Context: an optimization exercise on an open-source flow, tuned for small area, a short achievable clock period and few clock cycles. The choices shown serve that exercise and are no tape-out recipe. In this exercise RTL edits were held to simulation tests only and were not proved equivalent to the original.

==> flow/design.v, too long to show whole: its modules and the start of the top module <==
// module mm_engine: 3131 lines
// module mm_sys_top: 134 lines
module mm_sys_top (
  input  wire                          arm_clk,
  input  wire                          rst,
  input  wire                          job_valid,
  input  wire [3:0]                    job_m,
  input  wire [3:0]                    job_n,
  input  wire [3:0]                    job_p,
  input  wire                          data_valid,
  input  wire [31:0]                   data_word,
  output logic                         result_valid,
  output logic [31:0]                  result_data,
  output logic                         busy,
  output logic                         done
);
  // ...
==> flow/flow/run.sh <==
#!/bin/bash
set -e
echo "export SETUP_SLACK_MARGIN = 6.3" >> config.mk
bash standard.sh > standard.log 2>&1
==> flow/standard.sh <==
#!/bin/bash
# synth_recipe.tcl (not shown) runs the flow's synth.tcl, then flattens the netlist and writes it again
# the make line also repeats each setting of config.mk as NAME=value (left out here)
make -C /OpenROAD-flow-scripts/flow DESIGN_CONFIG=/design/flow/config.mk WORK_HOME=/design/flow/orfs CLKGATE_MAP_FILE= SYNTH_SCRIPT=/design/flow/synth_recipe.tcl "${@:-finish}"
==> flow/config.mk <==
export PLATFORM = sky130hd
export DESIGN_NAME = mm_sys_top
export DESIGN_NICKNAME = mm_sys_top
export VERILOG_FILES = /design/flow/design.v
export SDC_FILE = /design/flow/constraint.sdc
export NUM_CORES = 4
export LEC_CHECK = 0
export ABC_CLOCK_PERIOD_IN_PS = 3000
export CAP_MARGIN = 20
export CELL_PAD_IN_SITES_DETAIL_PLACEMENT = 1
export CORE_MARGIN = 2
export CORE_UTILIZATION = 30
export CTS_CLUSTER_DIAMETER = 190
export CTS_CLUSTER_SIZE = 28
export PLACE_DENSITY = 0.4
export SLEW_MARGIN = 20
export SYNTH_MEMORY_MAX_BITS = 16384
export SETUP_SLACK_MARGIN = 6.3
==> flow/constraint.sdc <==
create_clock -name core_clock -period 10.0 [get_ports {arm_clk}]
set_input_delay 2.0000 -clock core_clock [delete_from_list [all_inputs] [get_ports {arm_clk}]]
set_output_delay 2.0000 -clock core_clock [all_outputs]
set_load 0.01 [all_outputs]
==> out/metrics.yaml, run 1 <==
status: "complete, no violations"
fin_crit_sh: 0.372
vias: 31442
wirelength_microns: 169000
synthAdderAreaFrac: 0.171
wire_per_inst_microns: 26.3
multi_input_cells: 1908
largest_class: "registers"
tapCellCount: 2526
synth_top_family_by_area: "adder cells"
die_area_sq_um: 197000
yosysMostFrequentCell: "edfxtp_1"
maxCapViolations: 0
ant_nets: 0
seq_share: 0.571
grt_pass1_wl_microns: 246000
synth_edf_count: 1043
fmax_mhz: 269
die_y_microns: 444
placed_cell_area_sq_um: 61700
syn_avg_cell_area_sq_um: 15.1
slew_headroom: 0.286
multi_input_area_share: 0.304
worst_slack_ns: 6.28
nNonClkBuffers: 129
synthMuxAreaShare: 0.00335
cts_root_buf: "clkbuf_16"
clk_latency_ns: 0.72
arrival_ns: 4.07
synthesis.nets: 4392
dr.pass1.iters: 5
rsz0062_at_grt: "true"
fin_util: 0.332
critPathBufInv: 2
grt_most_used_layer: "met2"
met3_usage: 0.0163
crit-reg2reg-launch: "wcol_r[28]$_DFF_P_"
min-delay-start: "v1$_DFF_PP0_"
Testbench counts, summed over its fixed seeds: cycles 5,136.
==> run 2, diff against run 1 <==
--- a/flow/config.mk
+++ b/flow/config.mk
@@ -12,4 +12,4 @@
 export CORE_UTILIZATION = 30
-export CTS_CLUSTER_DIAMETER = 190
-export CTS_CLUSTER_SIZE = 28
+export CTS_CLUSTER_DIAMETER = 180
+export CTS_CLUSTER_SIZE = 25
 export PLACE_DENSITY = 0.4
==> run 2 against run 1 <==
Against the previous run: utilization is 0.068 points higher; critical endpoint is now result_data[20]; cell count rose by 0.14%; fmax grew 1.1%; final area rose by 0.21%; via count rose by 0.22%; highest routed layer is now met5; critical path depth is 3 lower; routed wire length about the same; sequential share of layout area is 0.12 points lower; synthesized area unchanged; non-clock buffer count unchanged.
==> out/metrics.yaml, run 2 <==
placed_cell_area_sq_um: 61700  # unchanged
fin_crit_sh: 0.368  # -0.00418
portBuffers: 79
arrival_ns: 1.68  # -2.39 ns
grt_pass1_wl_microns: 246000  # -0.15%
synthArstFlopShare: 0.00700
cts_buffers: 57
fp-row-count: 161
ctsHoldBuffers: 0
met2_usage: 0.262
ys_top_cells_by_area: "edfxtp_1, fa_1, dfxtp_1"
path_cells: "clkdlybuf4s50_1"
first_global_vias: 34207
nets: 4431
dr.pass1.iters: 5  # unchanged
initial_core_util: 0.302
cp_max_fo: 13
htreeDepth: 2
wirelength_microns: 169000  # about the same
synth_edf_count: 1043  # unchanged
ant_nets: 0  # unchanged
slowest_delay_ns: 0.55
met3_usage: 0.0162  # -0.0000978
fin_area_sq_um: 64000
design.core.area_sq_um: 192000
die_area_sq_um: 197000  # unchanged
cts_tree: "yes"
synth_area_leader_cell: "edfxtp_1"
cp-end-kind: "output pin"
worst_ep_required_time_ns: 8.00
wire_per_inst_microns: 26.2  # about the same
met1_usage: 0.260
io_pins: 83
hold_violations: 0
netlist_area_sq_um: 58000
setup_tns_ns: 0
grt_most_used_layer: "met2"
cp-start-kind: "register"
yosysWarnings: 2
final_cell_mix: "edfxtp_1, inv_1, fa_1"
status: "complete, no violations"
synth.distinct_cells: 61
fmax_mhz: 272  # +1.1%
finalCriticalPeriod_ns: 3.68
crit_path_top_delay_cell: "clkdlybuf4s50_1"
worstMarginPinSlew_ns: 1.08
grt_antenna_before_repair: 23
yosysSeqAreaShare: 0.625
clock_sinks: 1286
synth_flop_cell: "edfxtp_1"
finalMaxSlewViolations: 0
reg2reg_slack_ns: 6.34
timing.hold.ws_ns: 0.362
cts_root_buf: "clkbuf_16"
yosys-top-cells-count: "edfxtp_1, inv_1, fa_1"
top_regs: "fr: 512 flops, wc: 512 flops"
clk_path_buf_depth: 3
setup_viol: 0
area_growth_pct: 10.3
final_common_cell: "edfxtp_1"
rsz0062_at_grt: "true"
die_y_microns: 444  # unchanged
grt.total_usage: 0.170
drt_iter0_drc: 2398
globalplace.congestion: 0.850
slew_headroom: 0.282  # -0.00420
grt_max_degree: 159
clk_latency_ns: 0.73  # about the same
dp_hpwl_microns: 120000
vias: 31512  # +0.22%
syn_avg_cell_area_sq_um: 15.1  # unchanged
drive_gt1_frac: 0.0691
skew_ns: 0.0337
drc: 0
ys_ff_latch: 1286
path_class: "reg -> out"
critPathBufInv: 1  # -1
die_w_microns: 444
maxCapViolations: 0  # unchanged
synthesis.nets: 4392  # unchanged
min_path_type: "reg -> reg"
synth_top_area_share: 0.540
cpLargestDelayFamily: "buffers and inverters"
clkTransAtPathRegs_ns: 0.10
overflow: 0
vias_per_cell: 4.88
yosysMostFrequentCell: "edfxtp_1"
syn_inst: 3837
[run 2: cell type report]
cell class | count | area (sq um)
Fill cell | 19959 | 128000
Sequential cell | 1286 | 36400
Multi-Input combinational cell | 1908 | 19400
Tap cell | 2526 | 3160
Inverter | 494 | 1860
Clock buffer | 101 | 1590
Timing Repair Buffer | 129 | 1370
Clock inverter | 6 | 106
Antenna cell | 6 | 15.0
[run 2: path summary, 6_finish.rpt]
kind / from / endpoint / cells after the start
max reg2reg: frow_r[51]$_DFF_P_ / u_dot.r1431$_DFF_P_ / 9
max in group asynchronous: rst / busy$_DFFE_PP0P_ / 2
min reg2reg: v1$_DFF_PP0_ / result_valid$_DFF_PP0_ / 0
min: v1$_DFF_PP0_ / result_valid$_DFF_PP0_ / 0
max: result_data[18]$_DFF_P_ / result_data[20] / 1
min in group asynchronous: rst / done$_DFF_PP0_ / 2
[run 2: repair_timing]
item                       CTS  global route
gates resized for setup    101            84
setup endpoints to repair  760           417
pin swaps                    5            14
setup buffers                8             2
cloned                       2             2
[run 2: metrics by stage]
step | setup WS [ns] | instances | utilization
2_1_floorplan | 3.16 | 3837 | -
3_3_place_gp | 4.79 | 6329 | 0.321
3_5_place_dp | 4.77 | 6329 | 0.321
4_1_cts | 6.24 | 6446 | 0.332
5_1_grt | 6.18 | 6451 | 0.333
6_report | 6.32 | 6456 | 0.333
[run 2: kinds of logic (layout without fill, tap and decap cells)]
family	count (synthesis)	after routing	synth area share
adder cells (fa/ha/maj)	507	507	0.171
AO/OA/AOI/OAI	687	687	0.0943
XOR/XNOR	19	19	0.00300
buffers and inverters	644	730	0.0426
flip-flops	1286	1286	0.625
multiplexers	14	14	0.00335
AND/OR/NAND/NOR	680	681	0.0603
other	0	6	0
[run 2: layer usage]
metal / vias up / routed length [microns]
met4: 4 / 2720
met5: - / 21
li1: 13759 / -
met1: 16981 / 85600
met2: 634 / 75100
met3: 134 / 5930
==> run 3, diff against run 2 <==
==> flow/flow/run.sh (replaced) <==
#!/bin/bash
set -e
echo "export SETUP_SLACK_MARGIN = 6.2" >> config.mk
bash standard.sh > standard.log 2>&1
--- a/flow/config.mk
+++ b/flow/config.mk
@@ -17,2 +17,2 @@
 export SYNTH_MEMORY_MAX_BITS = 16384
-export SETUP_SLACK_MARGIN = 6.3
+export SETUP_SLACK_MARGIN = 6.2
==> run 3 against run 2 <==
Against the previous run: die area stayed put; sequential share of layout area increased by 0.072 points; synthesized cell count did not move; clock skew is 0.0032 ns higher; clock-buffer cell count is the same; synthesized area is the same; non-clock buffer count is 5 lower; via count shrank 0.27%; flip-flop and latch count unchanged; routed wire length shrank 0.33%; largest cell class unchanged; highest routed layer unchanged.
==> out/metrics.yaml, run 3 <==
synthMuxAreaShare: 0.00335  # unchanged
synth_area_leader_cell: "edfxtp_1"
initial_core_util: 0.302  # unchanged
synth_compound_area_frac: 0.0943  # unchanged
synth-xor-area-share: 0.00300  # unchanged
cts_buffers: 57  # unchanged
nets: 4426  # -0.11%
setup_tns_ns: 0  # unchanged
first_global_vias: 34175  # -0.094%
fin_area_sq_um: 63700  # -0.32%
fmax_mhz: 266  # -2.2%
rsz0062_at_grt: "true"
path_cells: "and2_1, fa_1, inv_1, fa_1, inv_1, fa_1, inv_1, fa_1, inv_1, fa_1"
ys_top_cells_by_area: "edfxtp_1, fa_1, dfxtp_1"
cp_max_fo: 8  # -5
synth_top_area_share: 0.540  # unchanged
setup_viol: 0  # unchanged
syn_inst: 3837  # unchanged
placed_cell_area_sq_um: 61700  # unchanged
worstMarginPinSlew_ns: 1.09  # +0.0127 ns
dr.pass1.iters: 5  # unchanged
synthArstFlopShare: 0.00700  # unchanged
critPathBufInv: 4  # +3
yosysMostFrequentCell: "edfxtp_1"
worst_ep_required_time_ns: 10.59  # +2.59 ns
grt_max_degree: 159  # unchanged
met3WireLength_microns: 5890  # -0.57%
die_w_microns: 444  # unchanged
dp_cells: 6329  # unchanged
ys_ff_latch: 1286  # unchanged
wl_met1_microns: 85300  # -0.26%
io_pins: 83  # unchanged
clock_sinks: 1286  # unchanged
yosys.area_share.simple: 0.0603  # unchanged
fin_cells: 6451  # -0.077%
vias: 31428  # -0.27%
drc: 0  # unchanged
synth_edf_count: 1043  # unchanged
die_area_sq_um: 197000  # unchanged
dp_hpwl_microns: 120000  # unchanged
wl_met2_microns: 74600  # -0.65%
synthAdderAreaFrac: 0.171  # unchanged
top_layer_used: "met5"
finalCriticalPeriod_ns: 3.77  # +0.0837 ns
drt_iter0_drc: 2253  # -6.0%
cp-start-kind: "register"
maxCapViolations: 0  # unchanged
synth_top_family_by_area: "adder cells"
cts_root_buf: "clkbuf_16"
drive_gt1_frac: 0.0554  # -0.0137
skew_ns: 0.0369  # +0.00318 ns
min_path_type: "reg -> reg"
grt.total_usage: 0.170  # about the same
grt_antenna_before_repair: 23  # unchanged
slowest_delay_ns: 0.60  # +0.05 ns
ant_nets: 0  # unchanged
synthesis.nets: 4392  # unchanged
wirelength_microns: 169000  # -0.33%
clk_path_buf_depth: 3  # unchanged
top_regs: "fr: 512 flops, wc: 512 flops"
overflow: 0  # unchanged
portBuffers: 79  # unchanged
netlist_area_sq_um: 58000  # unchanged
die_y_microns: 444  # unchanged
fin_crit_sh: 0.377  # +0.00837
hold_violations: 0  # unchanged
final_common_cell: "edfxtp_1"
syn_avg_cell_area_sq_um: 15.1  # unchanged
vias_per_cell: 4.87  # -0.19%
area_growth_pct: 9.98
finalMaxSlewViolations: 0  # unchanged
crit_path_top_delay_cell: "fa_1"
cts_tree: "yes"
htreeDepth: 2  # unchanged
synth.distinct_cells: 61  # unchanged
synth_flop_cell: "edfxtp_1"
clk_latency_ns: 0.74  # about the same
wire_per_inst_microns: 26.2  # -0.26%
arrival_ns: 4.35  # +2.67 ns
clkTransAtPathRegs_ns: 0.10  # about the same
cp-end-kind: "register"
cpMostUsedCell: "fa_1"
yosys-top-cells-count: "edfxtp_1, inv_1, fa_1"
fp-row-count: 161  # unchanged
slew_headroom: 0.274  # -0.00844
path_class: "reg -> reg"
grt_pass1_wl_microns: 245000  # about the same
final_cell_mix: "edfxtp_1, inv_1, fa_1"
yosysSeqAreaShare: 0.625  # unchanged
yosysWarnings: 2  # unchanged
cpLargestDelayFamily: "adder cells"
status: "complete, no violations"
globalplace.congestion: 0.850  # unchanged
design.core.area_sq_um: 192000  # unchanged
## run 3: cell counts after synthesis
Identical to the previous run, type by type.
## run 3: metrics by stage
stage                      util  worst slack, ns  hold WS [ns]
after floorplan               -             3.16         0.331
after global placement    0.321             4.79         0.346
after detailed placement  0.321             4.77         0.337
after CTS                 0.331             6.20         0.370
after global routing      0.332             6.10         0.390
final                     0.332             6.23         0.362
## run 3: repair_timing
item | CTS | global route
buffers inserted | 4 | 3
gates resized for setup | 40 | 66
hold buffers | 0 | 0
pin swaps | 4 | 5
cloned | 2 | 0
endpoints found under the setup margin | 646 | 276
## run 3: final timing paths
check,slack (ns),end,from,cells past startpoint
min in group asynchronous,1.53,done$_DFF_PP0_,rst,2
max in group asynchronous,8.20,busy$_DFFE_PP0P_,rst,2
worst min register to register,0.36,result_valid$_DFF_PP0_,v1$_DFF_PP0_,0
worst max register to register,6.23,u_dot.r1431$_DFF_P_,frow_r[39]$_DFF_P_,10
worst max-delay path,6.23,u_dot.r1431$_DFF_P_,frow_r[39]$_DFF_P_,10
worst min-delay path,0.36,result_valid$_DFF_PP0_,v1$_DFF_PP0_,0
## run 3: layout make-up
class | instances | area [sq um]
Sequential cell | 1286 | 36300
Tap cell | 2526 | 3160
Inverter | 494 | 1860
Clock inverter | 6 | 106
Antenna cell | 6 | 15.0
Fill cell | 19970 | 128000
Clock buffer | 101 | 1590
Multi-Input combinational cell | 1908 | 19400
Timing Repair Buffer | 124 | 1270
## run 3: logic make-up (layout without fill, tap and decap cells)
| kind of cell | after synthesis | count (layout) |
|---|---|---|
| xor+xnor | 19 | 19 |
| other cells | 0 | 6 |
| flops | 1286 | 1286 |
| mux | 14 | 14 |
| fa+ha+maj | 507 | 507 |
| buf+inv | 644 | 725 |
| compound gates | 687 | 687 |
| simple gates | 680 | 681 |
## run 3: routing by layer
metal / vias to the layer above / track usage
met5: - / 0
met4: 4 / 0.0311
met3: 147 / 0.0159
met2: 617 / 0.262
met1: 16921 / 0.260
li1: 13739 / -
==> run 4, diff against run 3 <==
==> flow/flow/run.sh (replaced) <==
#!/bin/bash
set -e
echo "export SETUP_SLACK_MARGIN = 6.4" >> config.mk
bash standard.sh > standard.log 2>&1
--- a/flow/config.mk
+++ b/flow/config.mk
@@ -17,2 +17,2 @@
 export SYNTH_MEMORY_MAX_BITS = 16384
-export SETUP_SLACK_MARGIN = 6.2
+export SETUP_SLACK_MARGIN = 6.4
==> run 4 against run 3 <==
Against the previous run: still clean; fmax grew 2.2%; clock-buffer cell count is the same; first-iteration DRC count grew 2.6%; critical endpoint is now fr[104]$_DFFE_PP_.
==> out/metrics.yaml, run 4 <==
path_class: "in -> reg"
arrival_ns: 4.06  # -0.29 ns
synth_flop_cell: "edfxtp_1"
synthArstFlopShare: 0.00700  # unchanged
yosysMostFrequentCell: "edfxtp_1"
synth_area_leader_cell: "edfxtp_1"
cts_buffers: 57  # unchanged
min_path_type: "reg -> reg"
synth.distinct_cells: 61  # unchanged
io_pins: 83  # unchanged
clk_latency_ns: 0.74  # about the same
globalplace.congestion: 0.850  # unchanged
first_global_vias: 34244  # +0.20%
fill_cells: 19925  # -0.23%
finalCriticalPeriod_ns: 3.68  # -0.0821 ns
ant_nets: 0  # unchanged
fp-row-count: 161  # unchanged
yosysSeqAreaShare: 0.625  # unchanged
fin_crit_sh: 0.368  # -0.00821
nets: 4446  # +0.45%
ys_ff_latch: 1286  # unchanged
path_cells: "clkdlybuf4s50_1, nand4bb_2, nor2_4, buf_4, buf_6"
skew_ns: 0.0382  # +0.00127 ns
drive_gt1_frac: 0.0843  # +0.0289
design.core.area_sq_um: 192000  # unchanged
area_growth_pct: 10.9
die_y_microns: 444  # unchanged
fin_cells: 6469  # +0.28%
synthesis.nets: 4392  # unchanged
clkTransAtPathRegs_ns: 0.10  # about the same
hold_violations: 0  # unchanged
maxCapViolations: 0  # unchanged
drc: 0  # unchanged
synthAdderAreaFrac: 0.171  # unchanged
drt_iter0_drc: 2312  # +2.6%
setup_tns_ns: 0  # unchanged
overflow: 0  # unchanged
clock_sinks: 1286  # unchanged
initial_core_util: 0.302  # unchanged
worstMarginPinSlew_ns: 1.07  # -0.0189 ns
cts_root_buf: "clkbuf_16"
yosys-top-cells-count: "edfxtp_1, inv_1, fa_1"
yosysWarnings: 2  # unchanged
slowest_delay_ns: 0.54  # -0.06 ns
vias: 31621  # +0.61%
rsz0062_at_grt: "true"
portBuffers: 79  # unchanged
synth-xor-area-share: 0.00300  # unchanged
die_w_microns: 444  # unchanged
dp_hpwl_microns: 120000  # unchanged
cts_tree: "yes"
final_cell_mix: "edfxtp_1, inv_1, fa_1"
syn_inst: 3837  # unchanged
dp_cells: 6329  # unchanged
htreeDepth: 2  # unchanged
wirelength_microns: 170000  # +0.77%
syn_avg_cell_area_sq_um: 15.1  # unchanged
synth_top_area_share: 0.540  # unchanged
finalMaxSlewViolations: 0  # unchanged
grt.total_usage: 0.170  # +0.000685
fmax_mhz: 272  # +2.2%
die_area_sq_um: 197000  # unchanged
worst_ep_required_time_ns: 10.38  # -0.21 ns
status: "complete, no violations"
synthMuxAreaShare: 0.00335  # unchanged
synth_top_family_by_area: "adder cells"
vias_per_cell: 4.89  # +0.33%
clk_path_buf_depth: 3  # unchanged
slew_headroom: 0.286  # +0.0126
cp-end-kind: "register"
wire_per_inst_microns: 26.3  # +0.49%
setup_viol: 0  # unchanged
dr.pass1.iters: 5  # unchanged
grt_max_degree: 159  # unchanged
cp-start-kind: "input port"
grt_antenna_before_repair: 22  # -4.3%
crit_path_top_delay_cell: "clkdlybuf4s50_1"
final_common_cell: "edfxtp_1"
synth_edf_count: 1043  # unchanged
ys_top_cells_by_area: "edfxtp_1, fa_1, dfxtp_1"
grt_pass1_wl_microns: 246000  # +0.41%
netlist_area_sq_um: 58000  # unchanged
top_regs: "fr: 512 flops, wc: 512 flops"
cp_max_fo: 69  # +61
synth_compound_area_frac: 0.0943  # unchanged
yosys.area_share.simple: 0.0603  # unchanged
==> run 4: cell counts after synthesis <==
Identical to the previous run, type by type.
==> run 4: timing repair <==
item | in CTS | in global routing
gates cloned | 4 | 2
endpoints found under the setup margin | 829 | 433
setup buffers | 10 | 13
hold buffers | 0 | 0
pin swaps | 13 | 19
gates resized for setup | 195 | 97
==> run 4: logic make-up (layout without fill, tap and decap cells) <==
logic type	after synthesis	in the layout
AND/OR/NAND/NOR	680	681
multiplexers	14	14
flip-flops	1286	1286
adder cells (fa/ha/maj)	507	507
XOR/XNOR	19	19
buffers and inverters	644	745
AO/OA/AOI/OAI	687	687
other	0	4
==> run 4: final cells by class <==
| class | instances | area [sq um] | area share |
|---|---|---|---|
| antenna | 4 | 10.0 | 0.000156 |
| inverter | 494 | 1860 | 0.0289 |
| multi-input combinational | 1908 | 19500 | 0.303 |
| sequential | 1286 | 36500 | 0.568 |
| timing repair buffer | 144 | 1550 | 0.0241 |
| clock buffer | 101 | 1590 | 0.0248 |
| clock inverter | 6 | 106 | 0.00165 |
| tap | 2526 | 3160 | 0.0492 |
==> run 4: worst max-delay path, delay by kind of cell <==
| kind | cells | cell delay (ns) |
|---|---|---|
| AND/OR/NAND/NOR | 2 | 0.76 |
| buffers and inverters | 3 | 1.27 |
==> run 4: path summary, 6_finish.rpt <==
| kind | start | endpoint | slack [ns] | cells after the start |
|---|---|---|---|---|
| worst max-delay path | data_valid | fr[104]$_DFFE_PP_ | 6.32 | 5 |
| worst min-delay path | v1$_DFF_PP0_ | result_valid$_DFF_PP0_ | 0.36 | 0 |
| worst max register to register | u_dot.r1429$_DFF_P_ | result_data[16]$_DFF_P_ | 6.38 | 14 |
| worst min register to register | v1$_DFF_PP0_ | result_valid$_DFF_PP0_ | 0.36 | 0 |
| max in group asynchronous | rst | busy$_DFFE_PP0P_ | 8.21 | 2 |
| min in group asynchronous | rst | done$_DFF_PP0_ | 1.52 | 2 |
==> run 4: metal layers <==
| layer | up-vias | global-route usage | share of wire |
|---|---|---|---|
| met1 | 17104 | 0.261 | 0.51 |
| met2 | 599 | 0.263 | 0.44 |
| met3 | 139 | 0.0159 | 0.031 |
| li1 | 13779 | - | - |
| met4 | 0 | 0.0311 | 0.017 |
| met5 | - | 0 | 0 |
==> run 4: metrics by stage <==
step	hold WS, ns	cell area [sq um]	setup WS [ns]	utilization
2_1_floorplan	0.331	58000	3.16	-
3_3_place_gp	0.346	61700	4.79	0.321
3_5_place_dp	0.337	61700	4.77	0.321
4_1_cts	0.370	63900	6.24	0.333
5_1_grt	0.390	64300	6.19	0.334
6_report	0.362	64300	6.32	0.335

==> static timing again, ports no longer ideal <==
The flow's constraints put no driver on any port. The routed layouts listed below were extracted and timed again, unchanged, in two steps. Step 1 sets driving cells, clkbuf_16 on the clock port and buf_2 on the other inputs (assumed; they add their load-dependent delay and slew). Step 2 times the ports against the registers' clock, not the clock port: input delays grow and output delays shrink by t, the midpoint of the rising clock arrivals with the driver on. Slacks: ideal ports / drivers / drivers and shift; pairs: ideal ports / drivers.
run | t (ns) | setup WS [ns] | slew at the worst register clock pin (ns) | cell pins on the clock port's net
run 1 | 0.774 | 6.277 / 6.244 / 5.524 | 0.12 / 0.12 | 1
run 2 | 0.803 | 6.319 / 6.232 / 5.556 | 0.11 / 0.11 | 1
run 3 | 0.802 | 6.235 / 6.223 / 5.478 | 0.11 / 0.11 | 1
run 4 | 0.804 | 6.317 / 6.234 / 5.543 | 0.11 / 0.11 | 1
After both steps every run listed still meets setup and hold. The setup slack of run 4, which loses most, moves by -0.083 ns with the drivers and by -0.774 ns with both steps.
